This design comes from an exercise in tuning for small area, a short achievable clock period and few clock cycles per item on the open sky130 flow, not from production work.
At most, simulation tests tie the RTL to the original design; equivalence was not proved.

## axi_slave_mem
module axi_slave_mem #(
    parameter int ADDR_WIDTH = 32,
    parameter int DATA_WIDTH = 32,
    parameter int MEM_DEPTH  = 64
) (
    input  logic                    aclk,
    input  logic                    arst,
    input  logic [3:0]              awid,
    input  logic [ADDR_WIDTH-1:0]   awaddr,
    input  logic [3:0]              awlen,
    input  logic [2:0]              awsize,
    input  logic [1:0]              awburst,
    input  logic [1:0]              awlock,
    input  logic [1:0]              awcache,
    input  logic [1:0]              awprot,
    input  logic                    awvalid,
    output logic                    awready,
    input  logic [3:0]              wid,
    input  logic [DATA_WIDTH-1:0]   wdata,
    input  logic [DATA_WIDTH/8-1:0] wstrb,
    input  logic                    wlast,
    input  logic                    wvalid,
    output logic                    wready,
    output logic [3:0]              bid,
    output logic [1:0]              bresp,
    output logic                    bvalid,
    input  logic                    bready,
    input  logic [3:0]              arid,
    input  logic [ADDR_WIDTH-1:0]   araddr,
    input  logic [3:0]              arlen,
    input  logic [2:0]              arsize,
    input  logic [1:0]              arburst,
    input  logic [1:0]              arlock,
    input  logic [1:0]              arcache,
    input  logic [1:0]              arprot,
    input  logic                    arvalid,
    output logic                    arready,
    output logic [3:0]              rid,
    output logic [DATA_WIDTH-1:0]   rdata,
    output logic [1:0]              rresp,
    output logic                    rlast,
    output logic                    rvalid,
    input  logic                    rready
);
Size in the first run: about 5,200 cells after synthesis, ~2,400 flip-flops, roughly 90,000 sq um of cells after synthesis.
export LEC_CHECK = 0
export CAP_MARGIN = 20
export CORE_MARGIN = 2
export CORE_UTILIZATION = 45
export CTS_CLUSTER_DIAMETER = 80
export CTS_CLUSTER_SIZE = 30
export PLACE_DENSITY = 0.55
export SETUP_SLACK_MARGIN = 5
export SLEW_MARGIN = 20
export SYNTH_MEMORY_MAX_BITS = 16384
create_clock -name core_clock -period 8.0 [get_ports {aclk}]
standard.sh (not shown) runs the stock make flow with config.mk's settings and CLKGATE_MAP_FILE= SYNTH_SCRIPT=/design/flow/synth_recipe.tcl, a recipe that flattens the netlist after the stock synthesis.
==> flow/flow/run.sh <==
#!/bin/bash
set -e
export CTS_ARGS="-sink_clustering_enable -repair_clock_nets -sink_clustering_size 30 -sink_clustering_max_diameter 80 -dont_use_dummy_load"
bash standard.sh > standard.log 2>&1
The first run ran to the end with no violations.
Testbench counts at the start, summed over its fixed seeds: cycles 22,070, beats 28,664.
Edit:
==> flow/run.sh (new file) <==
#!/bin/bash
# synth_recipe.tcl (not shown) runs the flow's synth.tcl, then flattens the netlist and writes it again
# the make line also repeats each setting of config.mk as NAME=value (left out here)
make -C /OpenROAD-flow-scripts/flow DESIGN_CONFIG=/design/flow/config.mk WORK_HOME=/design/flow/orfs CLKGATE_MAP_FILE= SYNTH_SCRIPT=/design/flow/synth_recipe.tcl finish
TNS_END_PERCENT = 10   (was default)
removed: flow/flow/run.sh
removed: flow/standard.sh
Outcome:
- The new run passed the timing, design-rule and antenna checks
- area after synthesis is unchanged
- critical path depth decreases by 10
- global-route usage barely changes
- sequential cell count is unchanged
- die area is unchanged
- wire length hardly moves
- worst setup slack is worse by 110 ps

Another version of the RTL of axi_slave_mem (not shown whole).
Size: roughly 5400 cells after synthesis.
==> flow/design.v (excerpt) <==
module axi_slave_mem #(
    parameter int ADDR_WIDTH = 32,
    parameter int DATA_WIDTH = 32,
    parameter int MEM_DEPTH  = 64
) (
    input  logic                    aclk,
    input  logic                    arst,
    input  logic [3:0]              awid,
    input  logic [ADDR_WIDTH-1:0]   awaddr,
    input  logic [3:0]              awlen,
    input  logic [2:0]              awsize,
    input  logic [1:0]              awburst,
    input  logic [1:0]              awlock,
    input  logic [1:0]              awcache,
    input  logic [1:0]              awprot,
    input  logic                    awvalid,
    output logic                    awready,
    input  logic [3:0]              wid,
    input  logic [DATA_WIDTH-1:0]   wdata,
    input  logic [DATA_WIDTH/8-1:0] wstrb,
    input  logic                    wlast,
    input  logic                    wvalid,
    output logic                    wready,
    output logic [3:0]              bid,
    output logic [1:0]              bresp,
    output logic                    bvalid,
    input  logic                    bready,
    input  logic [3:0]              arid,
    input  logic [ADDR_WIDTH-1:0]   araddr,
    input  logic [3:0]              arlen,
    input  logic [2:0]              arsize,
    input  logic [1:0]              arburst,
    input  logic [1:0]              arlock,
    input  logic [1:0]              arcache,
    input  logic [1:0]              arprot,
    input  logic                    arvalid,
    output logic                    arready,
    output logic [3:0]              rid,
    output logic [DATA_WIDTH-1:0]   rdata,
    output logic [1:0]              rresp,
    output logic                    rlast,
    output logic                    rvalid,
    input  logic                    rready
);
make LEC_CHECK=0 CAP_MARGIN=20 CORE_MARGIN=2 CORE_UTILIZATION=60 CTS_CLUSTER_DIAMETER=50 CTS_CLUSTER_SIZE=20 PLACE_DENSITY=0.7 SETUP_SLACK_MARGIN=4 SLEW_MARGIN=20 SYNTH_MEMORY_MAX_BITS=16384 finish   # period 8.0 ns
run.sh (not shown) runs the stock make flow with config.mk's settings and CLKGATE_MAP_FILE= SYNTH_SCRIPT=/design/flow/synth_recipe.tcl, a recipe that flattens the netlist after the stock synthesis.
Stock flow here: none of the scripts above is used.
The first run finished clean.
Then changed:
--- a/flow/config.mk
+++ b/flow/config.mk
@@ -10,4 +10,2 @@
-export CORE_UTILIZATION = 60
-export CTS_CLUSTER_DIAMETER = 50
-export CTS_CLUSTER_SIZE = 20
-export PLACE_DENSITY = 0.7
+export CORE_UTILIZATION = 25
+export PLACE_DENSITY = 0.35
The new run finished with timing, DRC and antenna clean.
Global-route usage drops by 23 points.
Final cell count came out higher by about 40%.
Clock skew climbs by 0.035 ns.
Synthesized cell count is unchanged.
No run of this note included a check of the RTL's function; only the layout flow was run.

[port drivers added, routing unchanged]
No port has a modelled driver above. Below, the same layouts with a new extraction and two added sets of constraints. Step 1: set_driving_cell puts a clkbuf_16 on aclk and a buf_2 on each other input, an assumption about the parent block. Step 2 times the ports against the registers' clock, not the clock port: input delays grow and output delays shrink by t, the midpoint of the rising clock arrivals with the driver on. Three values: ideal ports, drivers, drivers and shift; two values: the first two.
| run | t, ns | setup WS [ns] | worst data-port slew with drivers (ns) | cell pins on the clock port's net |
|---|---|---|---|---|
| the first run of note 1 | 0.884 | 4.663 / 4.717 / 3.833 | 0.06 | 1 |
| the second run of note 1 | 0.901 | 4.553 / 4.553 / 3.871 | 0.06 | 1 |
| the first run of note 2 | 0.941 | 3.918 / 3.972 / 3.032 | 0.07 | 1 |
| the second run of note 2 | 1.001 | 3.906 / 3.906 / 3.050 | 0.11 | 1 |
After both steps every run listed still meets setup and hold. For the first run of note 2, which loses most, drivers alone change the setup slack by +0.054 ns; drivers and shift together by -0.886 ns.
